This design comes from an exercise in tuning for small area and a short achievable clock period on the open sky130 flow, not from production work. At most, simulation tests tie the RTL to the original design; equivalence was not proved. Power is estimated from default activity; no workload was simulated.

==> flow/design.v <==
package lc3b_types;
    typedef logic [16-1:0] lc3b_word;
    typedef logic [3-1:0] lc3b_reg;
    typedef enum logic [3:0] {
        op_br   = 4'b0000,
        op_add  = 4'b0001,
        op_ldb  = 4'b0010,
        op_stb  = 4'b0011,
        op_jsr  = 4'b0100,
        op_and  = 4'b0101,
        op_ldr  = 4'b0110,
        op_str  = 4'b0111,
        op_rti  = 4'b1000,
        op_not  = 4'b1001,
        op_ldi  = 4'b1010,
        op_sti  = 4'b1011,
        op_jmp  = 4'b1100,
        op_shf  = 4'b1101,
        op_lea  = 4'b1110,
        op_trap = 4'b1111
    } lc3b_opcode;
    typedef enum logic [2:0] {
        alu_add,
        alu_and,
        alu_not,
        alu_passa,
        alu_passb
    } lc3b_aluop;
    typedef struct packed {
        lc3b_opcode opcode;
        lc3b_aluop  aluop;
        logic       addr1mux_sel;
        logic [1:0] addr2mux_sel;
        logic       addr3mux_sel;
        logic       lshf;
        logic       br_op;
        logic       jsr_op;
        logic       trap_op;
        logic       jmp_op;
        logic       uncond_op;
        logic       sr2mux_sel;
        logic       storemux_sel;
        logic [1:0] wbmux_sel;
        logic       dest_mux_sel;
        logic       load_reg;
        logic       load_cc;
        logic       dcacheR;
        logic       dcacheW;
        logic       dcache_enable;
        logic       d_mem_byte_sel;
        logic       alu_result_mux_sel;
        logic       stb_op;
        logic       ldi_op;
        logic       ldb_op;
        lc3b_word   pc;
    } lc3b_control_word;
    typedef struct packed {
        lc3b_control_word ctrl;
        lc3b_word         ir;
        lc3b_word         sr1_val;
        lc3b_word         sr2_val;
        lc3b_reg          dest;
    } idex_t;
    typedef struct packed {
        logic       reg_we;
        lc3b_reg    dest;
        lc3b_word   value;
        logic [2:0] cc;
        logic       mem_rd;
        logic       mem_wr;
        logic       mem_byte;
        lc3b_word   mem_addr;
        lc3b_word   mem_wdata;
        logic       redirect;
        lc3b_word   target;
    } retire_t;
endpackage
module lc3b_decode_exec
(
    input  logic                   clk,
    input  logic                   rst_n,
    input  logic                   instr_valid,
    input  lc3b_types::lc3b_word   instr,
    input  lc3b_types::lc3b_word   pc,
    output logic                   retire_valid,
    output logic                   retire_reg_we,
    output logic [2:0]             retire_dest,
    output logic [15:0]            retire_value,
    output logic [2:0]             retire_cc,
    output logic                   retire_mem_rd,
    output logic                   retire_mem_wr,
    output logic                   retire_mem_byte,
    output logic [15:0]            retire_mem_addr,
    output logic [15:0]            retire_mem_wdata,
    output logic                   retire_redirect,
    output logic [15:0]            retire_target
);
    logic        ex_valid;
    logic [15:0] ir;
    logic [15:0] pc2;
    logic [7:0]  sel_a;      
    logic        byp_a;      
    logic [7:0]  sel_b;      
    logic        byp_b;
    logic        use_pc;     
    logic        r_valid;
    logic        r_we, r_rd, r_wr, r_byte, r_redirect;
    logic [2:0]  r_dest;
    logic [15:0] r_value;
    logic [15:0] r_target;
    logic [2:0]  cc_old;
    logic        cc_pend;
    logic [15:0] rf [8];
    logic [7:0]  rf_ok;
    logic [7:0] wsel;
    always_comb
        for (int i = 0; i < 8; i++)
            wsel[i] = r_we && r_dest == i;
    always_ff @(posedge clk)
        for (int i = 0; i < 8; i++)
            if (wsel[i])
                rf[i] <= r_value;
    always_ff @(posedge clk or negedge rst_n)
        if (!rst_n)
            rf_ok <= '0;
        else
            rf_ok <= rf_ok | wsel;
    logic [3:0] d_op;
    logic       d_st, d_use_a, d_use_b, d_use_pc;
    logic [2:0] d_idx_b;
    logic [7:0] ok_next;
    logic       x_we;
    logic [2:0] x_dest;
    assign d_op = instr[15:12];
    assign d_st = (d_op[1:0] == 2'b11) && (d_op[3:2] != 2'b11);
    assign d_use_a = !(d_op == 4'b0000 || d_op == 4'b1000 || d_op == 4'b1110 ||
                       d_op == 4'b1111 || (d_op == 4'b0100 && instr[11]));
    assign d_use_b = d_st || ((d_op == 4'b0001 || d_op == 4'b0101) && !instr[5]);
    assign d_idx_b = d_st ? instr[11:9] : instr[2:0];
    assign d_use_pc = d_op == 4'b0000 || d_op == 4'b1110 || (d_op == 4'b0100 && instr[11]);
    assign ok_next = rf_ok | wsel;
    always_ff @(posedge clk or negedge rst_n)
        if (!rst_n)
            ex_valid <= 1'b0;
        else
            ex_valid <= instr_valid;
    always_ff @(posedge clk)
    begin
        ir <= instr;
        pc2 <= {pc[15:1] + 15'd1, pc[0]};
        use_pc <= d_use_pc;
        byp_a <= d_use_a && x_we && x_dest == instr[8:6];
        byp_b <= d_use_b && x_we && x_dest == d_idx_b;
        for (int i = 0; i < 8; i++)
        begin
            sel_a[i] <= d_use_a && ok_next[i] && instr[8:6] == i &&
                        !(x_we && x_dest == instr[8:6]);
            sel_b[i] <= d_use_b && ok_next[i] && d_idx_b == i &&
                        !(x_we && x_dest == d_idx_b);
        end
    end
    logic [3:0] op;
    assign op = ir[15:12];
    logic is_br, is_add, is_ldb, is_stb, is_jsr, is_and, is_ldr, is_str;
    logic is_not, is_ldi, is_sti, is_jmp, is_shf, is_lea, is_trap;
    assign is_br   = op == 4'b0000;
    assign is_add  = op == 4'b0001;
    assign is_ldb  = op == 4'b0010;
    assign is_stb  = op == 4'b0011;
    assign is_jsr  = op == 4'b0100;
    assign is_and  = op == 4'b0101;
    assign is_ldr  = op == 4'b0110;
    assign is_str  = op == 4'b0111;
    assign is_not  = op == 4'b1001;
    assign is_ldi  = op == 4'b1010;
    assign is_sti  = op == 4'b1011;
    assign is_jmp  = op == 4'b1100;
    assign is_shf  = op == 4'b1101;
    assign is_lea  = op == 4'b1110;
    assign is_trap = op == 4'b1111;
    logic is_ld, is_st, is_byte, ld_cc, wr;
    assign is_ld   = is_ldr | is_ldi | is_ldb;
    assign is_st   = is_str | is_sti | is_stb;
    assign is_byte = is_ldb | is_stb;
    assign ld_cc   = is_add | is_and | is_not | is_shf | is_lea;
    assign wr      = ld_cc | is_jsr;
    assign x_we = ex_valid && wr;
    assign x_dest = is_jsr ? 3'd7 : ir[11:9];
    logic [15:0] a, b;
    always_comb
    begin
        a = {16{byp_a}} & r_value;
        b = {16{byp_b}} & r_value;
        for (int i = 0; i < 8; i++)
        begin
            a = a | ({16{sel_a[i]}} & rf[i]);
            b = b | ({16{sel_b[i]}} & rf[i]);
        end
    end
    logic [15:0] opb;
    assign opb = b | ({16{ir[5] & (is_add | is_and)}} & {{11{ir[4]}}, ir[4:0]});
    logic [15:0] base, off, sum;
    assign base = a | ({16{use_pc}} & pc2);
    always_comb
    begin
        if (is_add)
            off = opb;
        else if (is_ld | is_st)
            off = is_byte ? {{10{ir[5]}}, ir[5:0]} : {{9{ir[5]}}, ir[5:0], 1'b0};
        else if (is_jsr)
            off = ir[11] ? {{4{ir[10]}}, ir[10:0], 1'b0} : 16'd0;
        else if (is_br | is_lea)
            off = {{6{ir[8]}}, ir[8:0], 1'b0};
        else
            off = 16'd0;
    end
    assign sum = base + off;
    logic [15:0] shf;
    always_comb
    begin
        if (!ir[4])
            shf = a << ir[3:0];
        else if (ir[5])
            shf = 16'($signed(a) >>> ir[3:0]);
        else
            shf = a >> ir[3:0];
    end
    logic [15:0] value, target;
    always_comb
    begin
        if (is_and)
            value = a & opb;
        else if (is_not)
            value = ~a;
        else if (is_shf)
            value = shf;
        else if (is_jsr | is_trap)
            value = pc2;
        else if (is_st)
            value = is_byte ? {b[7:0], b[7:0]} : b;
        else
            value = sum;
    end
    assign target = is_trap ? {7'b0, ir[7:0], 1'b0} : sum;
    logic [2:0] cc_cur;
    assign cc_cur = cc_pend ? {r_value[15], r_value == 16'd0, !r_value[15] && (r_value != 16'd0)}
                            : cc_old;
    always_ff @(posedge clk or negedge rst_n)
    begin
        if (!rst_n)
        begin
            r_valid <= 1'b0;
            r_we <= 1'b0;
            cc_old <= 3'b010;
            cc_pend <= 1'b0;
        end
        else
        begin
            r_valid <= ex_valid;
            r_we <= x_we;
            cc_old <= cc_cur;
            cc_pend <= ex_valid & ld_cc;
        end
    end
    always_ff @(posedge clk)
    begin
        r_rd <= is_ld | is_trap;
        r_wr <= is_st;
        r_byte <= is_byte;
        r_redirect <= is_jmp | is_jsr | (is_br & |(ir[11:9] & cc_cur));
        r_dest <= (is_jsr | is_trap) ? 3'd7 : ir[11:9];
        r_value <= value;
        r_target <= target;
    end
    assign retire_valid = r_valid;
    assign retire_reg_we = r_we;
    assign retire_dest = r_dest;
    assign retire_value = r_value;
    assign retire_cc = cc_cur;
    assign retire_mem_rd = r_rd;
    assign retire_mem_wr = r_wr;
    assign retire_mem_byte = r_byte;
    assign retire_mem_addr = r_target;
    assign retire_mem_wdata = r_value;
    assign retire_redirect = r_redirect;
    assign retire_target = r_target;
endmodule
Settings: LEC_CHECK=0, CAP_MARGIN=20, CORE_MARGIN=2, CORE_UTILIZATION=40, SLEW_MARGIN=20; clock period 5.0 ns.
run.sh (not shown) runs the stock make flow with config.mk's settings and CLKGATE_MAP_FILE= SYNTH_SCRIPT=/design/flow/synth_recipe.tcl, a recipe that flattens the netlist after the stock synthesis.
==> next run, changes <==
--- a/flow/design.v
+++ b/flow/design.v
@@ -104,4 +104,6 @@
     logic        byp_b;
     logic        use_pc;     
+    logic        c_st;       
+    logic        i5, i6w, i6b, i9, i11;   
     logic        r_valid;
     logic        r_we, r_rd, r_wr, r_byte, r_redirect;
@@ -150,4 +152,10 @@
         pc2 <= {pc[15:1] + 15'd1, pc[0]};
         use_pc <= d_use_pc;
+        c_st <= d_st;
+        i5  <= (d_op == 4'b0001 || d_op == 4'b0101) && instr[5];
+        i6w <= (d_op == 4'b0110 || d_op == 4'b1010 || d_op == 4'b0111 || d_op == 4'b1011);
+        i6b <= (d_op == 4'b0010 || d_op == 4'b0011);
+        i9  <= d_op == 4'b0000 || d_op == 4'b1110;
+        i11 <= d_op == 4'b0100 && instr[11];
         byp_a <= d_use_a && x_we && x_dest == instr[8:6];
         byp_b <= d_use_b && x_we && x_dest == d_idx_b;
@@ -198,37 +206,29 @@
         end
     end
-    logic [15:0] opb;
-    assign opb = b | ({16{ir[5] & (is_add | is_and)}} & {{11{ir[4]}}, ir[4:0]});
-    logic [15:0] base, off, sum;
+    logic [15:0] imm, y;
+    assign imm = ({16{i5}}  & {{11{ir[4]}}, ir[4:0]}) |
+                 ({16{i6b}} & {{10{ir[5]}}, ir[5:0]}) |
+                 ({16{i6w}} & {{9{ir[5]}}, ir[5:0], 1'b0}) |
+                 ({16{i9}}  & {{6{ir[8]}}, ir[8:0], 1'b0}) |
+                 ({16{i11}} & {{4{ir[10]}}, ir[10:0], 1'b0});
+    assign y = ({16{!c_st}} & b) | imm;
+    logic [15:0] base, sum;
     assign base = a | ({16{use_pc}} & pc2);
-    always_comb
-    begin
-        if (is_add)
-            off = opb;
-        else if (is_ld | is_st)
-            off = is_byte ? {{10{ir[5]}}, ir[5:0]} : {{9{ir[5]}}, ir[5:0], 1'b0};
-        else if (is_jsr)
-            off = ir[11] ? {{4{ir[10]}}, ir[10:0], 1'b0} : 16'd0;
-        else if (is_br | is_lea)
-            off = {{6{ir[8]}}, ir[8:0], 1'b0};
-        else
-            off = 16'd0;
-    end
-    assign sum = base + off;
-    logic [15:0] shf;
-    always_comb
-    begin
-        if (!ir[4])
-            shf = a << ir[3:0];
-        else if (ir[5])
-            shf = 16'($signed(a) >>> ir[3:0]);
-        else
-            shf = a >> ir[3:0];
-    end
+    assign sum = base + y;
+    logic        shl;
+    logic [15:0] sh_in, sh_out, shf;
+    assign shl = !ir[4];
+    always_comb
+        for (int i = 0; i < 16; i++)
+            sh_in[i] = shl ? a[15 - i] : a[i];
+    assign sh_out = 16'($signed({ir[5] & ir[4] & a[15], sh_in}) >>> ir[3:0]);
+    always_comb
+        for (int i = 0; i < 16; i++)
+            shf[i] = shl ? sh_out[15 - i] : sh_out[i];
     logic [15:0] value, target;
     always_comb
     begin
         if (is_and)
-            value = a & opb;
+            value = a & y;
         else if (is_not)
             value = ~a;
Total power rose by 0.70%.
Synthesized cell count went down by 5.9%.
Cell area drops by 4.0%.
Cell count shrinks by 5.4%.
Die area drops by 3.8%.
Routed wire length shrinks by 5.6%.
Count of clock-buffer cells in the layout goes down by 1.
Hold slack gains 0.0062 ns.
Via count went down by 6.5%.
No run of this note included a check of the RTL's function; only the layout flow was run.

## the previous run
lc3b_decode_exec, a different RTL version from the one above (not shown whole).
For scale: roughly 1200 cells after synthesis, roughly 110 I/O pins, ~13000 µm² of cells after synthesis.
## lc3b_decode_exec
module lc3b_decode_exec
(
    input  logic                   clk,
    input  logic                   rst_n,
    input  logic                   instr_valid,
    input  lc3b_types::lc3b_word   instr,
    input  lc3b_types::lc3b_word   pc,
    output logic                   retire_valid,
    output logic                   retire_reg_we,
    output logic [2:0]             retire_dest,
    output logic [15:0]            retire_value,
    output logic [2:0]             retire_cc,
    output logic                   retire_mem_rd,
    output logic                   retire_mem_wr,
    output logic                   retire_mem_byte,
    output logic [15:0]            retire_mem_addr,
    output logic [15:0]            retire_mem_wdata,
    output logic                   retire_redirect,
    output logic [15:0]            retire_target
);
    logic        ex_valid;
    logic [15:0] ir;
    logic [15:0] pc2;
    logic [7:0]  sel_a;      
    logic        byps_a;     
    logic        bypo_a;     
    logic [7:0]  sel_b;      
    logic        byps_b;
    logic        bypo_b;
    logic        use_pc;     
    logic        c_st;       
    logic        i5, i6w, i6b, i8t, i9, i11;   
    logic        r_valid;
    logic        r_we, r_rd, r_wr, r_byte, r_redirect;
    logic [2:0]  r_dest;
    logic        r_vsel;     
    logic [15:0] r_sum;
    logic [15:0] r_oth;
    logic [2:0]  cc_old;
    logic        cc_pend;
    logic [15:0] rf [8];
    logic [7:0]  rf_ok;
    logic [15:0] r_value;
    assign r_value = r_vsel ? r_sum : r_oth;
    logic [7:0] wsel;
    always_comb
        for (int i = 0; i < 8; i++)
            wsel[i] = r_we && r_dest == i;
  ...
export LEC_CHECK = 0
export CAP_MARGIN = 20
export CORE_MARGIN = 2
export CORE_UTILIZATION = 55
export CTS_BUF_LIST = sky130_fd_sc_hd__clkbuf_16
export CTS_CLUSTER_DIAMETER = 100
export CTS_CLUSTER_SIZE = 24
export SETUP_SLACK_MARGIN = 1.8
export SLEW_MARGIN = 20
create_clock -name core_clock -period 5.0 [get_ports {clk}]
standard.sh (not shown) runs the stock make flow with config.mk's settings and CLKGATE_MAP_FILE= SYNTH_SCRIPT=/design/flow/synth_recipe.tcl, a recipe that flattens the netlist after the stock synthesis.
==> flow/flow/run.sh <==
#!/bin/bash
# standard layout, with the port buffers made from the smallest buffer
cp standard.sh standard_sh.txt
export BUFFER_PORTS_ARGS="-buffer_cell sky130_fd_sc_hd__buf_1"
bash standard.sh > standard.log 2>&1
#### Input delta (the current run over the previous run)
diff --git a/flow/design.v b/flow/design.v
--- a/flow/design.v
+++ b/flow/design.v
@@ -95,30 +95,30 @@
     output logic                   retire_redirect,
     output logic [15:0]            retire_target
 );
     logic        ex_valid;
     logic [15:0] ir;
     logic [15:0] pc2;
     logic [7:0]  sel_a;      
-    logic        byps_a;     
-    logic        bypo_a;     
+    logic        byp_a;      
     logic [7:0]  sel_b;      
-    logic        byps_b;
-    logic        bypo_b;
+    logic        byp_b;
     logic        use_pc;     
     logic        c_st;       
     logic        i5, i6w, i6b, i8t, i9, i11;   
+    logic        o_and, o_not, o_shf, o_st, o_stb, o_pc;   
     logic        r_valid;
     logic        r_we, r_rd, r_wr, r_byte, r_redirect;
     logic [2:0]  r_dest;
     logic        r_vsel;     
     logic [15:0] r_sum;
     logic [15:0] r_oth;
     logic [2:0]  cc_old;
-    logic        cc_pend;
+    logic        cc_psum;    
+    logic        cc_poth;    
     logic [15:0] rf [8];
     logic [7:0]  rf_ok;
     logic [15:0] r_value;
     assign r_value = r_vsel ? r_sum : r_oth;
     logic [7:0] wsel;
     always_comb
         for (int i = 0; i < 8; i++)
@@ -162,18 +162,22 @@
         c_st <= d_st;
         i5  <= (d_op == 4'b0001 || d_op == 4'b0101) && instr[5];
         i6w <= (d_op == 4'b0110 || d_op == 4'b1010 || d_op == 4'b0111 || d_op == 4'b1011);
         i6b <= (d_op == 4'b0010 || d_op == 4'b0011);
         i8t <= d_op == 4'b1111;
         i9  <= d_op == 4'b0000 || d_op == 4'b1110;
         i11 <= d_op == 4'b0100 && instr[11];
-        byps_a <= d_use_a && d_hit_a && x_vsel;
-        bypo_a <= d_use_a && d_hit_a && !x_vsel;
-        byps_b <= d_use_b && d_hit_b && x_vsel;
-        bypo_b <= d_use_b && d_hit_b && !x_vsel;
+        o_and <= d_op == 4'b0101;
+        o_not <= d_op == 4'b1001;
+        o_shf <= d_op == 4'b1101;
+        o_st  <= d_op == 4'b0111 || d_op == 4'b1011;
+        o_stb <= d_op == 4'b0011;
+        o_pc  <= d_op == 4'b0100 || d_op == 4'b1111;
+        byp_a <= d_use_a && d_hit_a;
+        byp_b <= d_use_b && d_hit_b;
         for (int i = 0; i < 8; i++)
         begin
             sel_a[i] <= d_use_a && ok_next[i] && instr[8:6] == i && !d_hit_a;
             sel_b[i] <= d_use_b && ok_next[i] && d_idx_b == i && !d_hit_b;
         end
     end
     logic [3:0] op;
@@ -203,16 +207,16 @@
     assign wr      = ld_cc | is_jsr;
     assign x_we = ex_valid && wr;
     assign x_dest = is_jsr ? 3'd7 : ir[11:9];
     assign x_vsel = is_add | is_ld | is_lea;
     logic [15:0] a, b, base, imm, y;
     always_comb
     begin
-        a = ({16{byps_a}} & r_sum) | ({16{bypo_a}} & r_oth);
-        b = ({16{byps_b}} & r_sum) | ({16{bypo_b}} & r_oth);
+        a = {16{byp_a}} & r_value;
+        b = {16{byp_b}} & r_value;
         for (int i = 0; i < 8; i++)
         begin
             a = a | ({16{sel_a[i]}} & rf[i]);
             b = b | ({16{sel_b[i]}} & rf[i]);
         end
     end
     assign base = a | ({16{use_pc}} & pc2);
@@ -232,47 +236,44 @@
         for (int i = 0; i < 16; i++)
             sh_in[i] = shl ? a[15 - i] : a[i];
     assign sh_out = 16'($signed({ir[5] & ir[4] & a[15], sh_in}) >>> ir[3:0]);
     always_comb
         for (int i = 0; i < 16; i++)
             shf[i] = shl ? sh_out[15 - i] : sh_out[i];
     logic [15:0] other;
-    always_comb
-    begin
-        if (is_and)
-            other = a & y;
-        else if (is_not)
-            other = ~a;
-        else if (is_shf)
-            other = shf;
-        else if (is_st)
-            other = is_byte ? {b[7:0], b[7:0]} : b;
-        else
-            other = pc2;
-    end
+    assign other = ({16{o_and}} & a & y) |
+                   ({16{o_not}} & ~a) |
+                   ({16{o_shf}} & shf) |
+                   ({16{o_st}} & b) |
+                   ({16{o_stb}} & {b[7:0], b[7:0]}) |
+                   ({16{o_pc}} & pc2);
     function automatic logic [2:0] nzp(input logic [15:0] v);
         nzp = {v[15], v == 16'd0, !v[15] && (v != 16'd0)};
     endfunction
     logic [2:0] cc_cur;
-    assign cc_cur = !cc_pend ? cc_old : r_vsel ? nzp(r_sum) : nzp(r_oth);
+    assign cc_cur = ({3{!cc_psum && !cc_poth}} & cc_old) |
+                    ({3{cc_psum}} & nzp(r_sum)) |
+                    ({3{cc_poth}} & nzp(r_oth));
     always_ff @(posedge clk or negedge rst_n)
     begin
         if (!rst_n)
         begin
             r_valid <= 1'b0;
             r_we <= 1'b0;
             cc_old <= 3'b010;
-            cc_pend <= 1'b0;
+            cc_psum <= 1'b0;
+            cc_poth <= 1'b0;
         end
         else
         begin
             r_valid <= ex_valid;
             r_we <= x_we;
             cc_old <= cc_cur;
-            cc_pend <= ex_valid & ld_cc;
+            cc_psum <= ex_valid & ld_cc & x_vsel;
+            cc_poth <= ex_valid & ld_cc & !x_vsel;
         end
     end
     always_ff @(posedge clk)
     begin
         r_rd <= is_ld | is_trap;
         r_wr <= is_st;
         r_byte <= is_byte;
Results
Summary of the comparison: layout overhead on the synthesized area is lower in the current run, relative to the previous run.
Taking the previous run over the current run, the area used by multi-input combinational logic ratio works out to 1.12.
The previous run → the current run: minimum setup slack in the final design up 110 ps; number of sequential storage elements up 2.1%; cell count after synthesis down 9.6%.
The current run: routed via count divided by cell count 3.5% below the previous run
Total detailed-routing wirelength: higher on the previous run
The faster design of the two is the current run; the previous run tops out lower.
The current run against the previous run; via total after detailed routing is down by more than 10%.
Looking at total nets after synthesis across the previous run and the current run, the one that comes out higher is the previous run.

port drivers added, routing unchanged:
How much do the figures lean on ideal ports? The routed layouts below were timed once more, with nothing changed but the port constraints. Step 1: set_driving_cell puts a clkbuf_16 on clk and a buf_2 on each other input, an assumption about the parent block. Step 2 times the ports against the registers' clock, not the clock port: input delays grow and output delays shrink by t, the midpoint of the rising clock arrivals with the driver on. a / b / c = no drivers / after step 1 / after step 2; a / b = the first two.
| run | t, ns | slack for setup (ns) | worst setup path at the end | worst register clock-pin slew, ns |
|---|---|---|---|---|
| the first run of note 1 | 0.593 | 0.733 / 0.733 / 0.733 | register to register | 0.07 / 0.07 |
| the second run of note 1 | 0.609 | 0.617 / 0.617 / 0.617 | register to register | 0.07 / 0.07 |
| the previous run | 0.553 | 1.739 / 1.690 / 1.602 | input to register | 0.11 / 0.11 |
| the current run | 0.530 | 1.848 / 1.823 / 1.512 | input to register | 0.11 / 0.11 |
After both steps setup and hold are still met in every run listed. The setup slack of the current run, which loses most, moves by -0.025 ns with the drivers and by -0.336 ns with both steps.
